Context: an optimization exercise on an open-source flow, tuned for small area. The choices shown serve that exercise and are no tape-out recipe.
Only simulation tests tie the RTL to the original design; equivalence was not proved.

==> design/flow/design.v <==
package vsbc_pkg;
  localparam logic [1:0] REG_SPEED_LIMIT = 2'd0;
  localparam logic [1:0] REG_OFFSET_X    = 2'd1;
  localparam logic [1:0] REG_OFFSET_Y    = 2'd2;
  localparam logic [12:0] SPEED_LIMIT_RST = 13'd1229;
  localparam logic [5:0] LEFT_SHORT = 6'd8;
  localparam logic [5:0] LEFT_LONG  = 6'd20;
  localparam logic [5:0] LEFT_IDLE  = 6'h3f;
  localparam logic [3:0] PHASE_COMP_FIRST = 4'd6;
  localparam logic [3:0] PHASE_LAST       = 4'd7;
  localparam logic [15:0] RECIP5       = 16'd52429;
  localparam int          RECIP5_SHIFT = 18;
  typedef struct packed {
    logic        [12:0] limit;
    logic signed [15:0] offset;
    logic        [14:0] mag27;    
    logic signed [15:0] lvl_up;   
    logic signed [15:0] lvl_dn;   
  } axis_cfg_t;
endpackage
module vsbc_cfg #(
  parameter int FRAC_BITS = 12
) (
  input  logic                clk_i,
  input  logic                rst_ni,
  input  logic                psel,
  input  logic                penable,
  input  logic                pwrite,
  input  logic [3:0]          paddr,
  input  logic [31:0]         pwdata,
  output logic [31:0]         prdata,
  output logic                pready,
  output vsbc_pkg::axis_cfg_t axis_x_o,
  output vsbc_pkg::axis_cfg_t axis_y_o
);
  localparam int SW = (FRAC_BITS + 2 > 15) ? FRAC_BITS + 2 : 15;
  localparam int PW = 14 + SW - 1;
  localparam int QW = PW - FRAC_BITS;
  localparam logic signed [SW-1:0] One = {{(SW-1){1'b0}}, 1'b1} << FRAC_BITS;
  logic        [12:0] limit_q;
  logic signed [15:0] off_q [2];
  logic               wr_en;
  logic        [13:0] lim2;
  logic        [17:0] x27;
  logic        [32:0] prod27;
  logic        [14:0] mag27_q;
  logic signed [15:0] lvl_up_q [2];
  logic signed [15:0] lvl_dn_q [2];
  assign pready = 1'b1;
  assign wr_en  = psel & penable & pwrite;
  always_ff @(posedge clk_i or negedge rst_ni) begin
    if (!rst_ni) begin
      limit_q  <= vsbc_pkg::SPEED_LIMIT_RST;
      off_q[0] <= '0;
      off_q[1] <= '0;
    end else if (wr_en) begin
      unique case (paddr[3:2])
        vsbc_pkg::REG_SPEED_LIMIT: limit_q  <= pwdata[12:0];
        vsbc_pkg::REG_OFFSET_X:    off_q[0] <= pwdata[15:0];
        vsbc_pkg::REG_OFFSET_Y:    off_q[1] <= pwdata[15:0];
        default: ;
      endcase
    end
  end
  always_comb begin
    unique case (paddr[3:2])
      vsbc_pkg::REG_SPEED_LIMIT: prdata = {19'd0, limit_q};
      vsbc_pkg::REG_OFFSET_X:    prdata = {{16{off_q[0][15]}}, off_q[0]};
      vsbc_pkg::REG_OFFSET_Y:    prdata = {{16{off_q[1][15]}}, off_q[1]};
      default:         prdata = '0;
    endcase
  end
  assign lim2   = {limit_q, 1'b0};
  assign x27    = (18'(limit_q) << 4) + (18'(limit_q) << 3) + (18'(limit_q) << 1)
                + 18'(limit_q);
  assign prod27 = 33'(x27[17:1]) * 33'(vsbc_pkg::RECIP5);
  always_ff @(posedge clk_i) begin
    mag27_q <= prod27[vsbc_pkg::RECIP5_SHIFT +: 15];
  end
  for (genvar a = 0; a < 2; a++) begin : g_axis
    logic        [16:0]   abs_off;
    logic        [18:0]   coef5;
    logic        [12:0]   coef;
    logic signed [SW-1:0] fac;
    logic        [SW-2:0] abs_fac;
    logic        [PW-1:0] prod;
    logic        [QW:0]   qx;
    logic signed [15:0]   pos_v;
    logic signed [15:0]   neg_v;
    always_comb begin
      abs_off = off_q[a][15] ? 17'(-{off_q[a][15], off_q[a]}) : {1'b0, off_q[a]};
      coef5   = ({2'b0, abs_off} << 2) + {2'b0, abs_off};
      coef    = (coef5 >= 19'(limit_q)) ? limit_q : coef5[12:0];
      fac     = One - $signed({{(SW-13){1'b0}}, coef});
      abs_fac = fac[SW-1] ? (SW-1)'(-fac) : fac[SW-2:0];
      prod    = PW'(lim2) * PW'(abs_fac);
      qx      = {1'b0, prod[PW-1:FRAC_BITS]};
      pos_v   = (qx > (QW+1)'(32767)) ? 16'sh7fff : $signed(qx[15:0]);
      neg_v   = (qx > (QW+1)'(32768)) ? 16'sh8000 : $signed(16'(-qx[15:0]));
    end
    always_ff @(posedge clk_i) begin
      lvl_up_q[a] <= fac[SW-1] ? neg_v : pos_v;
      lvl_dn_q[a] <= fac[SW-1] ? pos_v : neg_v;
    end
  end
  assign axis_x_o = {limit_q, off_q[0], mag27_q, lvl_up_q[0], lvl_dn_q[0]};
  assign axis_y_o = {limit_q, off_q[1], mag27_q, lvl_up_q[1], lvl_dn_q[1]};
endmodule
module vsbc_axis (
  input  logic                clk_i,
  input  logic                rst_ni,
  input  logic                adv_i,
  input  logic                comp_i,
  input  logic signed [15:0]  cmd_i,
  input  vsbc_pkg::axis_cfg_t cfg_i,
  output logic signed [15:0]  out_o,
  output logic                boost_o
);
  logic signed [15:0] prev_q, prev_d;
  logic               on_q, on_d;
  logic signed [15:0] level_q, level_d;
  logic        [5:0]  left_q, left_d;
  logic signed [16:0] cmd_w, prev_w, diff, sum;
  logic        [16:0] abs_prev, jump_mag;
  logic        [18:0] d5, l4, l6;
  logic signed [15:0] pos2, neg2, p27, n27, new_level, pre_out;
  logic               try_boost, hit, short_jump, up, same_sign;
  logic               on_a;
  logic signed [15:0] level_a;
  logic        [5:0]  left_a;
  always_comb begin
    cmd_w    = {cmd_i[15], cmd_i};
    prev_w   = {prev_q[15], prev_q};
    abs_prev = prev_q[15] ? 17'(-prev_w) : prev_w;
    diff     = cmd_w - prev_w;
    jump_mag = diff[16] ? 17'(-diff) : diff;
    d5       = ({2'b0, jump_mag} << 2) + {2'b0, jump_mag};
    l4       = 19'(cfg_i.limit) << 2;
    l6       = (19'(cfg_i.limit) << 2) + (19'(cfg_i.limit) << 1);
    try_boost  = !on_q && (abs_prev != {3'b0, cfg_i.limit, 1'b0});
    hit        = d5 > l4;
    short_jump = d5 < l6;
    up         = prev_q < cmd_i;
    same_sign  = ((cmd_i > 0) && (cfg_i.offset > 0)) || ((cmd_i < 0) && (cfg_i.offset < 0));
    pos2 = $signed({2'b0, cfg_i.limit, 1'b0});
    neg2 = -pos2;
    p27  = $signed({1'b0, cfg_i.mag27});
    n27  = -p27;
    priority if (short_jump) new_level = up ? pos2 : neg2;
    else if (same_sign)      new_level = up ? p27 : n27;
    else                     new_level = up ? cfg_i.lvl_up : cfg_i.lvl_dn;
    if (try_boost && hit) begin
      on_a    = 1'b1;
      level_a = new_level;
      left_a  = short_jump ? vsbc_pkg::LEFT_SHORT : vsbc_pkg::LEFT_LONG;
    end else begin
      on_a    = on_q;
      level_a = level_q;
      left_a  = left_q;
    end
    on_d    = on_a;
    level_d = level_a;
    left_d  = left_a;
    if (on_a) begin
      if (left_a == '0) begin
        on_d    = 1'b0;
        level_d = '0;
        left_d  = vsbc_pkg::LEFT_IDLE;
      end else begin
        left_d  = left_a - 6'd1;
      end
    end
    pre_out = on_d ? level_d : cmd_i;
    sum     = {pre_out[15], pre_out} + {cfg_i.offset[15], cfg_i.offset};
    if (comp_i && !on_d) begin
      prev_d = (sum[16] != sum[15]) ? (sum[16] ? 16'sh8000 : 16'sh7fff) : sum[15:0];
    end else begin
      prev_d = pre_out;
    end
  end
  always_ff @(posedge clk_i or negedge rst_ni) begin
    if (!rst_ni) begin
      prev_q  <= '0;
      on_q    <= 1'b0;
      level_q <= '0;
      left_q  <= vsbc_pkg::LEFT_IDLE;
    end else if (adv_i) begin
      prev_q  <= prev_d;
      on_q    <= on_d;
      level_q <= level_d;
      left_q  <= left_d;
    end
  end
  assign out_o   = prev_q;
  assign boost_o = on_q;
endmodule
module velocity_step_boost_compensator_unit #(
  parameter int FRAC_BITS = 12
) (
  input  logic               clk_i,
  input  logic               rst_ni,
  input  logic               psel,
  input  logic               penable,
  input  logic               pwrite,
  input  logic [3:0]         paddr,
  input  logic [31:0]        pwdata,
  output logic [31:0]        prdata,
  output logic               pready,
  input  logic               in_valid_i,
  output logic               in_stall_o,
  input  logic signed [15:0] vel_x_i,
  input  logic signed [15:0] vel_y_i,
  output logic               out_valid_o,
  input  logic               out_stall_i,
  output logic signed [15:0] shaped_x_o,
  output logic signed [15:0] shaped_y_o,
  output logic               boosting_x_o,
  output logic               boosting_y_o
);
  vsbc_pkg::axis_cfg_t          cfg_x, cfg_y;
  logic               in_vld_q, out_vld_q;
  logic signed [15:0] vel_x_q, vel_y_q;
  logic        [2:0]  phase_q;
  logic        [3:0]  phase_nx;
  logic               adv, take_in, comp;
  vsbc_cfg #(
    .FRAC_BITS(FRAC_BITS)
  ) u_cfg (
    .clk_i    (clk_i),
    .rst_ni   (rst_ni),
    .psel     (psel),
    .penable  (penable),
    .pwrite   (pwrite),
    .paddr    (paddr),
    .pwdata   (pwdata),
    .prdata   (prdata),
    .pready   (pready),
    .axis_x_o (cfg_x),
    .axis_y_o (cfg_y)
  );
  assign adv        = in_vld_q && (!out_vld_q || !out_stall_i);
  assign in_stall_o = in_vld_q && !adv;
  assign take_in    = in_valid_i && !in_stall_o;
  assign phase_nx = {1'b0, phase_q} + 4'd1;
  assign comp     = phase_nx >= vsbc_pkg::PHASE_COMP_FIRST;
  always_ff @(posedge clk_i or negedge rst_ni) begin
    if (!rst_ni) begin
      in_vld_q  <= 1'b0;
      out_vld_q <= 1'b0;
      phase_q   <= '0;
    end else begin
      if (take_in) begin
        in_vld_q <= 1'b1;
      end else if (adv) begin
        in_vld_q <= 1'b0;
      end
      if (adv) begin
        out_vld_q <= 1'b1;
        phase_q   <= (phase_nx >= vsbc_pkg::PHASE_LAST) ? 3'd0 : phase_nx[2:0];
      end else if (!out_stall_i) begin
        out_vld_q <= 1'b0;
      end
    end
  end
  always_ff @(posedge clk_i) begin
    if (take_in) begin
      vel_x_q <= vel_x_i;
      vel_y_q <= vel_y_i;
    end
  end
  vsbc_axis u_axis_x (
    .clk_i   (clk_i),
    .rst_ni  (rst_ni),
    .adv_i   (adv),
    .comp_i  (comp),
    .cmd_i   (vel_x_q),
    .cfg_i   (cfg_x),
    .out_o   (shaped_x_o),
    .boost_o (boosting_x_o)
  );
  vsbc_axis u_axis_y (
    .clk_i   (clk_i),
    .rst_ni  (rst_ni),
    .adv_i   (adv),
    .comp_i  (comp),
    .cmd_i   (vel_y_q),
    .cfg_i   (cfg_y),
    .out_o   (shaped_y_o),
    .boost_o (boosting_y_o)
  );
  assign out_valid_o = out_vld_q;
endmodule
==> design/flow/run.sh <==
#!/bin/bash
# synth_recipe.tcl (not shown) runs the flow's synth.tcl, then flattens the netlist and writes it again
# the make line also repeats each setting of config.mk as NAME=value (left out here)
make -C /OpenROAD-flow-scripts/flow DESIGN_CONFIG=/design/flow/config.mk WORK_HOME=/design/flow/orfs CLKGATE_MAP_FILE= SYNTH_SCRIPT=/design/flow/synth_recipe.tcl finish
==> design/flow/config.mk <==
export PLATFORM = sky130hd
export DESIGN_NAME = velocity_step_boost_compensator_unit
export DESIGN_NICKNAME = velocity_step_boost_compensator_unit
export VERILOG_FILES = /design/flow/design.v
export SDC_FILE = /design/flow/constraint.sdc
export NUM_CORES = 4
export LEC_CHECK = 0
export CAP_MARGIN = 20
export CORE_MARGIN = 2
export CORE_UTILIZATION = 40
export SLEW_MARGIN = 20
==> design/flow/constraint.sdc <==
create_clock -name core_clock -period 14.0 [get_ports {clk_i}]
set_input_delay 2.8000 -clock core_clock [delete_from_list [all_inputs] [get_ports {clk_i}]]
set_output_delay 2.8000 -clock core_clock [all_outputs]
set_load 0.01 [all_outputs]
==> notes.md <==
## sequential cells by signal, summed over array words and instances (netlist names), 15 cells and up
name	cells
u_axis_x.level_q	16
u_cfg.off_q	32
u_axis_y.level_q	16
vel_y_q	16
u_axis_y.prev_q	16
u_cfg.mag27_q	15
u_axis_x.prev_q	16
u_cfg.lvl_up_q	32
u_cfg.lvl_dn_q	32
vel_x_q	16
## cell families (layout without fill, tap and decap cells)
kind of cell             count (synthesis)  count (layout)  share of synthesized area
AO/OA/AOI/OAI                         1034            1034                      0.161
flip-flops                             239             239                      0.136
other                                    2              29                   0.000177
XOR/XNOR                               357             357                     0.0739
buffers and inverters                  856             966                     0.0774
adder cells (fa/ha/maj)                921             921                      0.339
multiplexers                           149             149                     0.0373
AND/OR/NAND/NOR                       1520            1520                      0.176
## cell usage after synthesis, types with 35 or more instances
master,instances,share of area
sky130_fd_sc_hd__a211oi_1,36,0.0064
sky130_fd_sc_hd__a21o_1,69,0.012
sky130_fd_sc_hd__a21oi_1,272,0.032
sky130_fd_sc_hd__a22o_1,35,0.0072
sky130_fd_sc_hd__a31oi_1,43,0.0063
sky130_fd_sc_hd__and2_1,174,0.026
sky130_fd_sc_hd__clkbuf_1,185,0.016
sky130_fd_sc_hd__dfrtp_1,110,0.065
sky130_fd_sc_hd__dfxtp_1,79,0.037
sky130_fd_sc_hd__fa_1,381,0.18
sky130_fd_sc_hd__ha_1,537,0.16
sky130_fd_sc_hd__inv_1,618,0.055
sky130_fd_sc_hd__mux2_2,67,0.018
sky130_fd_sc_hd__mux2i_1,81,0.019
sky130_fd_sc_hd__nand2_1,463,0.041
sky130_fd_sc_hd__nand2b_1,57,0.0084
sky130_fd_sc_hd__nand3_1,89,0.011
sky130_fd_sc_hd__nand4_1,39,0.0058
sky130_fd_sc_hd__nor2_1,341,0.030
sky130_fd_sc_hd__nor2b_1,40,0.0059
sky130_fd_sc_hd__nor3_1,104,0.012
sky130_fd_sc_hd__o21a_1,36,0.0064
sky130_fd_sc_hd__o21ai_0,205,0.024
sky130_fd_sc_hd__o21bai_1,39,0.0069
sky130_fd_sc_hd__or3_1,47,0.0069
sky130_fd_sc_hd__xnor2_1,254,0.052
sky130_fd_sc_hd__xor2_1,102,0.021
## cell type report
| cell class | count | area [um2] | area share |
|---|---|---|---|
| multi-input combinational | 4010 | 34000 | 0.717 |
| sequential | 239 | 5780 | 0.122 |
| clock buffer | 44 | 940 | 0.0198 |
| tap | 1391 | 1740 | 0.0367 |
| timing repair buffer | 275 | 2390 | 0.0504 |
| inverter | 629 | 2360 | 0.0499 |
| clock inverter | 18 | 183 | 0.00386 |
## worst max-delay path: cells and delay by family, from the launching register on
kind	cells	cell delay [ps]
buffers and inverters	7	570
AO/OA/AOI/OAI	21	4490
AND/OR/NAND/NOR	11	3220
adder cells (fa/ha/maj)	9	3660
XOR/XNOR	4	690
flip-flops	1	520
## metrics by stage
stage	hold slack, ps	cell area, um2	TNS, ps	instances	util
after global placement	449	45700	0	6531	0.434
final	471	47400	0	6606	0.450
after detailed placement	461	45700	-14.4	6531	0.434
after CTS	469	46800	0	6593	0.445
after global routing	499	47400	-401	6606	0.450
after floorplan	439	42500	0	5105	-
## path summary, 6_finish.rpt
path                                                   to  cells after the start
setup / recovery            u_cfg.lvl_up_q[1][15]$_DFF_P_                     52
hold / removal             u_axis_x.left_q[5]$_DFFE_PN1P_                      2
setup reg to reg            u_cfg.lvl_up_q[1][15]$_DFF_P_                     52
hold reg to reg            u_axis_x.left_q[5]$_DFFE_PN1P_                      2
max in group asynchronous    u_cfg.limit_q[5]$_DFFE_PN0P_                      2
min in group asynchronous  u_axis_x.prev_q[6]$_DFFE_PN0P_                      1
## metal layers
layer | vias to the layer above | GRT usage | wire length (um)
met3 | 228 | 0.0332 | 8840
met1 | 17900 | 0.339 | 59800
met5 | - | 0 | 0
li1 | 17500 | - | -
met2 | 1113 | 0.394 | 60000
met4 | 0 | 0.0832 | 5440
## what timing repair did
action,in CTS,in global routing
gates resized for setup,2,88
setup endpoints to repair,11,78
pin swaps,0,19
setup buffers,0,13
==> notes.md <==
----------------------------------------------------
[Yosys]
  Synthesized instance count ... 5078
  Per-instance average area after synthesis ... about 8.4 um2
  Register area share after synthesis ... 0.136
  Cell area after technology mapping ... about 0.042 mm2
  Flops & latches, synth ... 239
  Distinct cells, synth ... 106
  Post-synth EDFFs ... 32
  Ys flop type ... sky130_fd_sc_hd__dfrtp_1
  Share of flip-flops with an asynchronous set or reset ... 0.536
  Synth warnings ... 6

[Worst setup path]
  Category of the critical setup timing path ... flip-flop to flip-flop
  Worst-path maximum fanout ... 8
  Endpoint required time on the critical path ... between 10000 and 15000 ps
  Element type at the critical path start ... flip-flop
  Highest-delay cell along the critical path ... sky130_fd_sc_hd__or4b_2
  Largest incremental delay on the critical path ... ~820 ps
  Launching element of the worst setup path ... u_cfg.off_q[1][5]$_DFFE_PN0P_
  Minimum setup slack among reg-to-reg paths ... approximately 650 ps
  Capturing element type of the critical path ... flip-flop
  RR Startpoint ... u_cfg.off_q[1][5]$_DFFE_PN0P_
  Endpoint arrival time on the critical path ... roughly 14000 ps

[Layout]
  Highest-count cells in the layout ignoring fill and taps ... sky130_fd_sc_hd__inv_1, sky130_fd_sc_hd__ha_1, sky130_fd_sc_hd__nand2_1, sky130_fd_sc_hd__fa_1, sky130_fd_sc_hd__nor2_1
  Final-stage net count ... roughly 6200
  Ratio of cells with drive above 1 in the final layout ... 0.0813
  Final antenna diode count ... 0
  Most common cell after layout, fill and taps aside ... sky130_fd_sc_hd__inv_1
  Synthesis-to-finish area growth ... 11.6%
  Number of fill cells in the layout ... just over 10000

[Clocking]
  Clk slew on worst S/H paths ... approximately 60 ps
  Total CTS buffers ... 34
  Hold_buf cts ... 0
  CTS H-tree lvls ... 2
  Clock Root Buffer ... sky130_fd_sc_hd__clkbuf_16
  Clock sink count ... 239
  Clock latency on the worst-skew pair ... between 500 and 600 ps
  Maximum buffer depth of the clock tree ... 3
  TritonCTS clock tree ... done

[Floorplanning]
  Core Area ... roughly 0.11 mm2
  Die area ... about 0.11 mm2
  Die height ... around 330 um
  Initial Utilization ... 0.403
  Floorplan die width ... between 300 and 400 um
  Boundary Pins ... roughly 140
  Floorplan row count ... approximately 120

[Global route]
  Combined global-route utilization of all metal layers ... 0.245
  Initial antenna violation count ... 3
  Global-route wire length before repair ... ~210 mm
  Number of global-route vias before repair ... approximately 36000
  Maximum number of pins on one net before global-route repair ... 89
  Congestion Overflow GR ... 0

[Min path]
  Launch point of the worst hold path ... u_axis_x.left_q[5]$_DFFE_PN1P_
  Path class of the lowest-slack min-delay path ... flip-flop to flip-flop

[STA]
  Upper clock frequency limit ... around 0.075 GHz
  Final count of hold timing violations ... 0
  Final critical path time including I/O delays and setup ... 13350 ps
  Final setup violating endpoints ... 0
  Final worst clock skew ... about 44 ps
  Relative slew slack ... 0.150
  Transition time at the pin with the least slew margin ... ~1300 ps
  Total count of max-transition violations in the final report ... 0
  Final worst setup slack ... ~650 ps
  Period utilisation layout ... 0.953

[Detailed routing]
  Via count of the routed design ... between 30000 and 40000
  Routed wire per std cell ... approximately 20 um
  # DRC ... 0
  Count of nets left with antenna violations after detail routing ... 0
  Drt initial violations ... ~2800
  Number of detailed-routing iterations run before antenna repair ... 6
  Total routed wirelength ... 134 mm
  Average via count per standard cell ... 5.56

[Status]
  Result of the run ... no timing/DRC/antenna violations

[Run]
  Number of max-cap violations ... 0

[Placed design]
  Global placement routability congestion ... around 0.95
  Post-detail-place hpwl ... roughly 100 mm
  Setup slack at placement ... -14.4 ps
  Port bufs ... ~120

----------------------------------------------------

-- afterwards: timing with drivers on the ports --
The results above use ideal ports. As a check the final layout listed here was re-extracted and re-timed, cells and wires unchanged.
Step 1 (the two cells are an assumption about what drives the block):
set clk [get_ports {clk_i}]
set_driving_cell -lib_cell sky130_fd_sc_hd__clkbuf_16 $clk
set_driving_cell -lib_cell sky130_fd_sc_hd__buf_2 [delete_from_list [all_inputs] $clk]
Step 2 also shifts input and output timing later by t, the mid clock arrival at the registers, as if the neighbouring blocks saw the same clock.
Slacks: ideal ports / drivers / drivers and shift; pairs: ideal ports / drivers.
t, ns: 0.629
setup slack, ns: 0.652 / 0.652 / 0.652
worst slew at a driven data input, ns: 0.07
After both steps this run still meets setup and hold. For this run, drivers alone change the setup slack by 0.000 ns; drivers and shift together by 0.000 ns.
